This is an optimization exercise on Yosys and OpenROAD, whose aim is small area, a short achievable clock period and few clock cycles, not a production implementation. In this exercise RTL edits were held to simulation tests only and were not proved equivalent to the original.

==> garnet <==
==> flow/design.v <==
package ccsc_pkg;
  localparam int GEN_W      = 17;
  localparam int GEN_LEN_W  = 5;
  localparam int CFG_W      = 17;
  localparam int CFG_IDX_W  = 2;
  localparam int BYTE_BITS  = 8;
  localparam int DATA_W     = 8;
  localparam int CNT_OUT_W  = 16;
  localparam int LEN_W      = 6;
  localparam logic [GEN_W-1:0]     GEN_BITS_RST = 17'd7;
  localparam logic [GEN_LEN_W-1:0] GEN_LEN_RST  = 5'd3;
  localparam logic                 DW_EIGHT_RST = 1'b0;
  typedef enum logic [CFG_IDX_W-1:0] {
    CFG_GEN_BITS = 2'd0,
    CFG_GEN_LEN  = 2'd1,
    CFG_DW_EIGHT = 2'd2
  } cfg_idx_e;
  typedef struct packed {
    logic [BYTE_BITS-1:0] data_byte;
    logic                 last_byte;
  } in_item_t;
  typedef struct packed {
    logic                 has_codeword;
    logic [DATA_W-1:0]    dataword;
    logic                 codeword_error;
    logic [CNT_OUT_W-1:0] codewords_seen;
    logic [CNT_OUT_W-1:0] errors_seen;
    logic                 final_result;
  } out_item_t;
  typedef struct packed {
    logic [GEN_W-1:0] gen_bits;
    logic [LEN_W-1:0] glen;
    logic [LEN_W-1:0] deg;
    logic [LEN_W-1:0] size;
    logic             dw8;
  } cfg_t;
endpackage
module crc_codeword_stream_checker #(
  parameter int MAX_DEGREE  = 16,
  parameter int COUNT_WIDTH = 16
) (
  input  logic                 clk_i,
  input  logic                 rst_ni,
  input  logic                 push,
  output logic                 full,
  input  logic [8:0]           in_data_i,
  output logic                 empty,
  input  logic                 pop,
  output logic [42:0]          out_data_o,
  input  logic                 cfg_we_i,
  input  logic [1:0]           cfg_index_i,
  input  logic [16:0]          cfg_data_i
);
  logic [15:0] gen_q;
  logic [3:0]  degm1_q;    
  logic        dw8_q;
  logic [3:0]  len_wr;
  always_comb begin
    if (cfg_data_i[4:0] < 5'd2)       len_wr = 4'd0;
    else if (cfg_data_i[4:0] > 5'd17) len_wr = 4'd15;
    else                              len_wr = 4'(cfg_data_i[4:0] - 5'd2);
  end
  always_ff @(posedge clk_i or negedge rst_ni) begin
    if (!rst_ni) begin
      gen_q   <= 16'd7;
      degm1_q <= 4'd1;
      dw8_q   <= 1'b0;
    end else if (cfg_we_i) begin
      case (cfg_index_i)
        2'd0: gen_q   <= cfg_data_i[15:0];
        2'd1: degm1_q <= len_wr;
        2'd2: dw8_q   <= cfg_data_i[0];
        default: ;
      endcase
    end
  end
  logic [4:0]  cw_size;    
  logic [15:0] gen_al_q;   
  always_ff @(posedge clk_i) begin
    cw_size  <= {1'b0, degm1_q} + (dw8_q ? 5'd9 : 5'd5);
    gen_al_q <= gen_q << (4'd15 - degm1_q);
  end
  logic       in_v_q;
  logic [8:0] in_q;
  logic       fin_q;       
  logic       hdr_q;       
  logic [7:0] l_q;         
  logic [3:0] dl_q;        
  logic       dm_q;        
  logic       e2_q;        
  logic [15:0] r_q;        
  logic [7:0] w_q;         
  logic       e_q;         
  logic [7:0]  byte_i;
  logic [7:0]  isd;
  logic        l_big;
  assign byte_i = in_q[8:1];
  assign l_big  = (l_q[7:3] != 5'd0);
  always_comb begin
    for (int t = 0; t < 8; t++) begin
      isd[t] = (dl_q > 4'(t)) ||
               (!l_big && (l_q[2:0] <= 3'(t)) && (dw8_q || {1'b0, l_q[2:0]} + 4'd4 > 4'(t)));
    end
    isd[6] = isd[6] || (!l_big && l_q[2:0] == 3'd1 && cw_size == 5'd5);
    isd[7] = isd[7] || (!l_big && ((l_q[2:0] == 3'd1 && cw_size <= 5'd6) ||
                                   (l_q[2:0] == 3'd2 && cw_size == 5'd5)));
  end
  logic [15:0] r;
  logic [7:0]  fb;
  always_comb begin
    r = r_q;
    for (int t = 0; t < 8; t++) begin
      fb[t] = byte_i[7 - t] ^ r[15];
      r = {r[14:0], 1'b0} ^ ((fb[t] && isd[t]) ? gen_al_q : 16'd0);
    end
  end
  logic        end1;
  logic [7:0]  cur, chk0, chk1;
  logic        err0, err1, e;
  assign end1 = (l_q <= 8'd8);
  always_comb begin
    for (int t = 0; t < 8; t++) cur[t] = (l_q > 8'(t));
  end
  assign chk0 = cur & ~isd;
  assign chk1 = ~cur & ~isd;
  assign err0 = e_q || |(fb & chk0);
  assign err1 = |(fb & chk1);
  assign e    = !end1 ? err0 : (!e2_q ? err1 : 1'b0);
  logic [15:0] wcat;
  logic [7:0]  s_w, b_al, w;
  logic [9:0]  cw0, cw1;
  assign wcat = {w_q, byte_i} << dl_q;
  assign s_w  = wcat[15:8];
  assign b_al = byte_i >> (3'd4 - l_q[2:0]);
  assign w    = (end1 && l_q != 8'd8) ? ((!dw8_q && l_q <= 8'd3 && !e2_q) ? b_al : byte_i) : s_w;
  assign cw0 = (end1 && !dm_q) ? {1'b1, dw8_q ? s_w[7:4] : 4'd0, s_w[3:0], err0}
                               : {1'b1, 4'd0, b_al[3:0], err1};
  assign cw1 = {1'b1, 4'd0, b_al[3:0], err1};
  logic [5:0]  s2, s3;
  logic        e1_n, e2_n;
  logic [7:0]  l_n;
  logic [3:0]  dl_n;
  logic        dm_n;
  assign s2 = {2'd0, l_q[3:0]} + {1'b0, cw_size};
  assign s3 = s2 + {1'b0, cw_size};
  always_comb begin
    if (!hdr_q) begin
      if (byte_i == 8'd0) begin
        l_n  = {3'd0, cw_size};
        dl_n = dw8_q ? 4'd8 : 4'd4;
        dm_n = 1'b0;
      end else begin
        l_n  = byte_i;
        dl_n = 4'd0;
        dm_n = 1'b1;
      end
      e1_n = (byte_i == 8'd0) ? (cw_size <= 5'd8) : (byte_i <= 8'd8);
      e2_n = (byte_i != 8'd0) && (byte_i[7:3] == 5'd0) && ({3'd0, byte_i[2:0]} + cw_size <= 5'd8);
    end else if (!end1) begin
      l_n  = l_q - 8'd8;
      dl_n = 4'd0;
      dm_n = dm_q;
      e1_n = (l_q <= 8'd16);
      e2_n = (l_q[7:4] == 4'd0) && (s2 <= 6'd16);
    end else if (!e2_q) begin
      l_n  = {2'd0, s2 - 6'd8};
      dl_n = dw8_q ? l_q[3:0] : ((l_q[3:0] > 4'd4) ? l_q[3:0] - 4'd4 : 4'd0);
      dm_n = 1'b0;
      e1_n = (s2 <= 6'd16);
      e2_n = (s3 <= 6'd16);
    end else begin
      l_n  = {2'd0, s3 - 6'd8};
      dl_n = 4'(s2 - 6'd4);
      dm_n = 1'b0;
      e1_n = !(cw_size == 5'd7 && l_q[1:0] == 2'd3);
      e2_n = (cw_size == 5'd5) && (l_q[1:0] <= 2'd1);
    end
  end
  logic       v0_q, v1_q;   
  logic       pa_q;
  logic       full_q;       
  logic [1:0] kb;           
  logic       proc, fin_emit, accept;
  logic [1:0] k;
  logic [9:0] nw0, nw1;
  assign proc     = in_v_q && pa_q;
  assign full     = full_q;
  assign accept   = push && !full;
  assign fin_emit = fin_q && !v1_q;
  assign k   = fin_emit ? 2'd1 : (proc ? kb : 2'd0);
  assign nw0 = fin_emit ? 10'd0 : cw0;
  assign nw1 = cw1;
  logic       in_v_n, hdr_n, fin_n;
  logic [1:0] kb_n;
  assign in_v_n = accept || (in_v_q && !proc);
  assign hdr_n  = proc ? !in_q[0] : hdr_q;
  assign fin_n  = (fin_q && !fin_emit) || (proc && in_q[0]);
  assign kb     = !hdr_q ? 2'd0 : ({1'b0, end1 && !dm_q} + {1'b0, e2_q});
  assign kb_n   = !hdr_n ? 2'd0 : (proc ? ({1'b0, e1_n && !dm_n} + {1'b0, e2_n}) : kb);
  always_ff @(posedge clk_i or negedge rst_ni) begin
    if (!rst_ni) begin
      in_v_q <= 1'b0;
      fin_q  <= 1'b0;
      hdr_q  <= 1'b0;
    end else begin
      in_v_q <= in_v_n;
      fin_q  <= fin_n;
      hdr_q  <= hdr_n;
    end
  end
  always_ff @(posedge clk_i) begin
    if (accept) in_q <= in_data_i;
  end
  always_ff @(posedge clk_i) begin
    if (proc) begin
      l_q   <= l_n;
      dl_q  <= dl_n;
      dm_q  <= dm_n;
      e2_q  <= e2_n;
      if (!hdr_q) begin
        r_q <= '0;
        e_q <= 1'b0;
      end else begin
        r_q <= r;
        w_q <= w;
        e_q <= e;
      end
    end
  end
  logic [9:0]  q0_q, q1_q, nh;
  logic        ld, lastfin_q;
  logic [15:0] tot_q, err_q, tot_b, err_b, tot_i, err_i;
  logic        v0_a, v1_a, v0_b, v1_b, pa_a, pa_b, pp;
  logic        em_q;      
  assign nh = (v0_q && v1_q) ? q1_q : nw0;
  assign ld = (v0_q && v1_q) || (k != 2'd0);
  assign pp = pop && v0_q;
  assign v0_a = ld;
  assign v1_a = v1_q && (k != 2'd0);
  assign v0_b = v0_q || (k != 2'd0);
  assign v1_b = v0_q ? (v1_q || (k != 2'd0)) : (k == 2'd2);
  assign pa_a = (!fin_n || !v1_a) && (kb_n == 2'd0 || (kb_n == 2'd1 && !v1_a) || !v0_a);
  assign pa_b = (!fin_n || !v1_b) && (kb_n == 2'd0 || (kb_n == 2'd1 && !v1_b) || !v0_b);
  always_ff @(posedge clk_i or negedge rst_ni) begin
    if (!rst_ni) begin
      v0_q   <= 1'b0;
      em_q   <= 1'b1;
      v1_q   <= 1'b0;
      pa_q   <= 1'b1;
      full_q <= 1'b0;
    end else begin
      full_q <= in_v_n && !(pp ? pa_a : pa_b);
      v0_q <= pp ? v0_a : v0_b;
      em_q <= pp ? !v0_a : !v0_b;
      v1_q <= pp ? v1_a : v1_b;
      pa_q <= pp ? pa_a : pa_b;
    end
  end
  always_ff @(posedge clk_i) begin
    if (!v0_q || pop) q0_q <= nh;
    if (!v0_q || !v1_q || pop) q1_q <= v0_q ? nw0 : nw1;
  end
  assign tot_b = tot_q & {16{!lastfin_q}};
  assign err_b = err_q & {16{!lastfin_q}};
  assign tot_i = (&tot_b) ? tot_b : tot_b + 16'd1;
  assign err_i = (&err_b) ? err_b : err_b + 16'd1;
  always_ff @(posedge clk_i or negedge rst_ni) begin
    if (!rst_ni)                       lastfin_q <= 1'b1;
    else if ((!v0_q || pop) && ld)     lastfin_q <= !nh[9];
  end
  always_ff @(posedge clk_i) begin
    if ((!v0_q || pop) && ld) begin
      tot_q <= nh[9] ? tot_i : tot_b;
      err_q <= (nh[9] && nh[0]) ? err_i : err_b;
    end
  end
  assign empty      = em_q;
  assign out_data_o = {q0_q, tot_q, err_q, !q0_q[9]};
endmodule
==> flow/flow/run.sh <==
#!/bin/bash
# Standard layout, with plain buffers (instead of delay cells) on the ports, and timing
# repair asked for a little more setup slack than the period needs.
export BUFFER_PORTS_ARGS="-buffer_cell sky130_fd_sc_hd__buf_2"
export SETUP_SLACK_MARGIN=16.45
bash standard.sh > standard.log 2>&1
==> flow/standard.sh <==
#!/bin/bash
# synth_recipe.tcl (not shown) runs the flow's synth.tcl, then flattens the netlist and writes it again
# the make line also repeats each setting of config.mk as NAME=value (left out here)
make -C /OpenROAD-flow-scripts/flow DESIGN_CONFIG=/design/flow/config.mk WORK_HOME=/design/flow/orfs CLKGATE_MAP_FILE= SYNTH_SCRIPT=/design/flow/synth_recipe.tcl "${@:-finish}"
==> flow/config.mk <==
export PLATFORM = sky130hd
export DESIGN_NAME = crc_codeword_stream_checker
export DESIGN_NICKNAME = crc_codeword_stream_checker
export VERILOG_FILES = /design/flow/design.v
export SDC_FILE = /design/flow/constraint.sdc
export NUM_CORES = 4
export LEC_CHECK = 0
export CAP_MARGIN = 20
export CORE_MARGIN = 2
export CORE_UTILIZATION = 65
export CTS_BUF_LIST = sky130_fd_sc_hd__clkbuf_8
export SLEW_MARGIN = 20
==> flow/constraint.sdc <==
create_clock -name core_clock -period 22.0 [get_ports {clk_i}]
set_input_delay 4.4000 -clock core_clock [delete_from_list [all_inputs] [get_ports {clk_i}]]
set_output_delay 4.4000 -clock core_clock [all_outputs]
set_load 0.01 [all_outputs]
==> quartz: changes against garnet <==
--- a/flow/design.v
+++ b/flow/design.v
@@ -74,10 +74,10 @@
       endcase
     end
   end
-  logic [4:0]  cw_size;    
+  logic [4:0]  size_q;
   logic [15:0] gen_al_q;   
   always_ff @(posedge clk_i) begin
-    cw_size  <= {1'b0, degm1_q} + (dw8_q ? 5'd9 : 5'd5);
+    size_q   <= {1'b0, degm1_q} + (dw8_q ? 5'd9 : 5'd5);
     gen_al_q <= gen_q << (4'd15 - degm1_q);
   end
   logic       in_v_q;
@@ -87,42 +87,31 @@
   logic [7:0] l_q;         
   logic [3:0] dl_q;        
   logic       dm_q;        
+  logic [7:0] isd_q;       
   logic       e2_q;        
   logic [15:0] r_q;        
   logic [7:0] w_q;         
   logic       e_q;         
   logic [7:0]  byte_i;
-  logic [7:0]  isd;
-  logic        l_big;
-  assign byte_i = in_q[8:1];
-  assign l_big  = (l_q[7:3] != 5'd0);
-  always_comb begin
-    for (int t = 0; t < 8; t++) begin
-      isd[t] = (dl_q > 4'(t)) ||
-               (!l_big && (l_q[2:0] <= 3'(t)) && (dw8_q || {1'b0, l_q[2:0]} + 4'd4 > 4'(t)));
-    end
-    isd[6] = isd[6] || (!l_big && l_q[2:0] == 3'd1 && cw_size == 5'd5);
-    isd[7] = isd[7] || (!l_big && ((l_q[2:0] == 3'd1 && cw_size <= 5'd6) ||
-                                   (l_q[2:0] == 3'd2 && cw_size == 5'd5)));
-  end
   logic [15:0] r;
   logic [7:0]  fb;
+  assign byte_i = in_q[8:1];
   always_comb begin
     r = r_q;
     for (int t = 0; t < 8; t++) begin
       fb[t] = byte_i[7 - t] ^ r[15];
-      r = {r[14:0], 1'b0} ^ ((fb[t] && isd[t]) ? gen_al_q : 16'd0);
+      r = {r[14:0], 1'b0} ^ ((fb[t] && isd_q[t]) ? gen_al_q : 16'd0);
     end
   end
   logic        end1;
   logic [7:0]  cur, chk0, chk1;
   logic        err0, err1, e;
-  assign end1 = (l_q <= 8'd8);
+  assign end1 = e1_q;
   always_comb begin
     for (int t = 0; t < 8; t++) cur[t] = (l_q > 8'(t));
   end
-  assign chk0 = cur & ~isd;
-  assign chk1 = ~cur & ~isd;
+  assign chk0 = cur & ~isd_q;
+  assign chk1 = ~cur & ~isd_q;
   assign err0 = e_q || |(fb & chk0);
   assign err1 = |(fb & chk1);
   assign e    = !end1 ? err0 : (!e2_q ? err1 : 1'b0);
@@ -136,17 +125,19 @@
   assign cw0 = (end1 && !dm_q) ? {1'b1, dw8_q ? s_w[7:4] : 4'd0, s_w[3:0], err0}
                                : {1'b1, 4'd0, b_al[3:0], err1};
   assign cw1 = {1'b1, 4'd0, b_al[3:0], err1};
-  logic [5:0]  s2, s3;
+  logic [8:0]  l2, l3;
   logic        e1_n, e2_n;
   logic [7:0]  l_n;
   logic [3:0]  dl_n;
   logic        dm_n;
-  assign s2 = {2'd0, l_q[3:0]} + {1'b0, cw_size};
-  assign s3 = s2 + {1'b0, cw_size};
+  logic [8:0]  l2_n;
+  logic [7:0]  isd_n;
+  assign l2 = {1'b0, l_q} + {4'd0, size_q};
+  assign l3 = l2 + {4'd0, size_q};
   always_comb begin
     if (!hdr_q) begin
       if (byte_i == 8'd0) begin
-        l_n  = {3'd0, cw_size};
+        l_n  = {3'd0, size_q};
         dl_n = dw8_q ? 4'd8 : 4'd4;
         dm_n = 1'b0;
       end else begin
@@ -154,40 +145,39 @@
         dl_n = 4'd0;
         dm_n = 1'b1;
       end
-      e1_n = (byte_i == 8'd0) ? (cw_size <= 5'd8) : (byte_i <= 8'd8);
-      e2_n = (byte_i != 8'd0) && (byte_i[7:3] == 5'd0) && ({3'd0, byte_i[2:0]} + cw_size <= 5'd8);
     end else if (!end1) begin
       l_n  = l_q - 8'd8;
       dl_n = 4'd0;
       dm_n = dm_q;
-      e1_n = (l_q <= 8'd16);
-      e2_n = (l_q[7:4] == 4'd0) && (s2 <= 6'd16);
     end else if (!e2_q) begin
-      l_n  = {2'd0, s2 - 6'd8};
+      l_n  = 8'(l2 - 9'd8);
       dl_n = dw8_q ? l_q[3:0] : ((l_q[3:0] > 4'd4) ? l_q[3:0] - 4'd4 : 4'd0);
       dm_n = 1'b0;
-      e1_n = (s2 <= 6'd16);
-      e2_n = (s3 <= 6'd16);
-    end else begin
-      l_n  = {2'd0, s3 - 6'd8};
-      dl_n = 4'(s2 - 6'd4);
+    end else begin
+      l_n  = 8'(l3 - 9'd8);
+      dl_n = 4'(l2 - 9'd4);
       dm_n = 1'b0;
-      e1_n = !(cw_size == 5'd7 && l_q[1:0] == 2'd3);
-      e2_n = (cw_size == 5'd5) && (l_q[1:0] <= 2'd1);
+    end
+  end
+  assign l2_n = {1'b0, l_n} + {4'd0, size_q};
+  always_comb begin
+    for (int t = 0; t < 8; t++) begin
+      isd_n[t] = (dl_n > 4'(t)) ||
+                 ((l_n <= 8'(t)) && (dw8_q || l_n + 8'd4 > 8'(t))) ||
+                 (l2_n <= 9'(t));
     end
   end
   logic       v0_q, v1_q;   
-  logic       pa_q;
-  logic       full_q;       
-  logic [1:0] kb;           
+  logic       pa_q, e1_q;
+  logic [1:0] kb_q;         
   logic       proc, fin_emit, accept;
   logic [1:0] k;
   logic [9:0] nw0, nw1;
   assign proc     = in_v_q && pa_q;
-  assign full     = full_q;
+  assign full     = in_v_q && !pa_q;
   assign accept   = push && !full;
   assign fin_emit = fin_q && !v1_q;
-  assign k   = fin_emit ? 2'd1 : (proc ? kb : 2'd0);
+  assign k   = fin_emit ? 2'd1 : (proc ? kb_q : 2'd0);
   assign nw0 = fin_emit ? 10'd0 : cw0;
   assign nw1 = cw1;
   logic       in_v_n, hdr_n, fin_n;
@@ -195,17 +185,35 @@
   assign in_v_n = accept || (in_v_q && !proc);
   assign hdr_n  = proc ? !in_q[0] : hdr_q;
   assign fin_n  = (fin_q && !fin_emit) || (proc && in_q[0]);
-  assign kb     = !hdr_q ? 2'd0 : ({1'b0, end1 && !dm_q} + {1'b0, e2_q});
-  assign kb_n   = !hdr_n ? 2'd0 : (proc ? ({1'b0, e1_n && !dm_n} + {1'b0, e2_n}) : kb);
+  logic [8:0] l4;
+  assign l4 = l3 + {4'd0, size_q};
+  always_comb begin
+    if (!hdr_q) begin
+      e1_n = (byte_i == 8'd0) ? (size_q <= 5'd8) : (byte_i <= 8'd8);
+      e2_n = (byte_i != 8'd0) && ({1'b0, byte_i} + {4'd0, size_q} <= 9'd8);
+    end else if (!end1) begin
+      e1_n = (l_q <= 8'd16);
+      e2_n = (l2 <= 9'd16);
+    end else if (!e2_q) begin
+      e1_n = (l2 <= 9'd16);
+      e2_n = (l3 <= 9'd16);
+    end else begin
+      e1_n = (l3 <= 9'd16);
+      e2_n = (l4 <= 9'd16);
+    end
+  end
+  assign kb_n   = !hdr_n ? 2'd0 : (proc ? ({1'b0, e1_n && !dm_n} + {1'b0, e2_n}) : kb_q);
   always_ff @(posedge clk_i or negedge rst_ni) begin
     if (!rst_ni) begin
       in_v_q <= 1'b0;
       fin_q  <= 1'b0;
       hdr_q  <= 1'b0;
+      kb_q   <= 2'd0;
     end else begin
       in_v_q <= in_v_n;
       fin_q  <= fin_n;
       hdr_q  <= hdr_n;
+      kb_q   <= kb_n;
     end
   end
   always_ff @(posedge clk_i) begin
@@ -216,6 +224,8 @@
       l_q   <= l_n;
       dl_q  <= dl_n;
       dm_q  <= dm_n;
+      isd_q <= isd_n;
+      e1_q  <= e1_n;
       e2_q  <= e2_n;
       if (!hdr_q) begin
         r_q <= '0;
@@ -231,7 +241,6 @@
   logic        ld, lastfin_q;
   logic [15:0] tot_q, err_q, tot_b, err_b, tot_i, err_i;
   logic        v0_a, v1_a, v0_b, v1_b, pa_a, pa_b, pp;
-  logic        em_q;      
   assign nh = (v0_q && v1_q) ? q1_q : nw0;
   assign ld = (v0_q && v1_q) || (k != 2'd0);
   assign pp = pop && v0_q;
@@ -243,15 +252,11 @@
   assign pa_b = (!fin_n || !v1_b) && (kb_n == 2'd0 || (kb_n == 2'd1 && !v1_b) || !v0_b);
   always_ff @(posedge clk_i or negedge rst_ni) begin
     if (!rst_ni) begin
-      v0_q   <= 1'b0;
-      em_q   <= 1'b1;
-      v1_q   <= 1'b0;
-      pa_q   <= 1'b1;
-      full_q <= 1'b0;
-    end else begin
-      full_q <= in_v_n && !(pp ? pa_a : pa_b);
+      v0_q <= 1'b0;
+      v1_q <= 1'b0;
+      pa_q <= 1'b1;
+    end else begin
       v0_q <= pp ? v0_a : v0_b;
-      em_q <= pp ? !v0_a : !v0_b;
       v1_q <= pp ? v1_a : v1_b;
       pa_q <= pp ? pa_a : pa_b;
     end
@@ -274,6 +279,6 @@
       err_q <= (nh[9] && nh[0]) ? err_i : err_b;
     end
   end
-  assign empty      = em_q;
+  assign empty      = !v0_q;
   assign out_data_o = {q0_q, tot_q, err_q, !q0_q[9]};
 endmodule
==> flow/run.sh (new file) <==
#!/bin/bash
# synth_recipe.tcl (not shown) runs the flow's synth.tcl, then flattens the netlist and writes it again
# the make line also repeats each setting of config.mk as NAME=value (left out here)
make -C /OpenROAD-flow-scripts/flow DESIGN_CONFIG=/design/flow/config.mk WORK_HOME=/design/flow/orfs CLKGATE_MAP_FILE= SYNTH_SCRIPT=/design/flow/synth_recipe.tcl finish
--- a/flow/config.mk
+++ b/flow/config.mk
@@ -7,6 +7,5 @@
 export LEC_CHECK = 0
 export CAP_MARGIN = 20
 export CORE_MARGIN = 2
-export CORE_UTILIZATION = 65
-export CTS_BUF_LIST = sky130_fd_sc_hd__clkbuf_8
+export CORE_UTILIZATION = 70
 export SLEW_MARGIN = 20
removed: flow/flow/run.sh
removed: flow/standard.sh
==> results.sh <==
export IMPL_r2r_end="err_q[11]"
export IMPL_drive_gt1_frac=0.07038
export IMPL_rrSetupSlack_ns=15.83
export IMPL_status="finished clean"
export IMPL_layout_cells_non_filler=1660
export IMPL_multi_input_area_um2=7478
The numbers above come from quartz.

==> results.sh <==
export IMPL_place_gp_congestion=0.9226
export IMPL_rrSetupSlack_ns=16.54
export IMPL_multi_input_area_um2=7143
export IMPL_status="finished clean"
export IMPL_syn_nets=1384
export IMPL_drive_gt1_frac=0.1768
export IMPL_r2r_end="err_q[3]"
The numbers above come from garnet.

Testbench counts of garnet, summed over its fixed seeds: cycles 6,315.
Testbench counts of quartz, summed over its fixed seeds: cycles 6,315.

## static timing again, ports no longer ideal
How much do the figures lean on ideal ports? The routed layouts below were timed once more, with nothing changed but the port constraints. Step 1, drivers: a clkbuf_16 drives clk_i and a buf_2 each remaining input, both assumed. Step 2 adds t to the input delays and takes it off the output delays; t is the mean of the earliest and latest rising clock arrival at the registers after step 1. Input paths then give back, and output paths get back, about the clock's delay inside the block. a / b / c = no drivers / after step 1 / after step 2; a / b = the first two.
| run | t, ns | setup WS [ns] | hold WS [ns] | pins driven straight from the clock port |
|---|---|---|---|---|
| garnet | 0.496 | 16.492 / 16.452 / 16.181 | 0.518 / 0.518 / 0.518 | 1 |
| quartz | 0.487 | 15.753 / 15.708 / 15.655 | 0.525 / 0.525 / 0.525 | 1 |
After both steps every run listed still meets setup and hold. The setup slack of garnet, which loses most, moves by -0.040 ns with the drivers and by -0.311 ns with both steps.
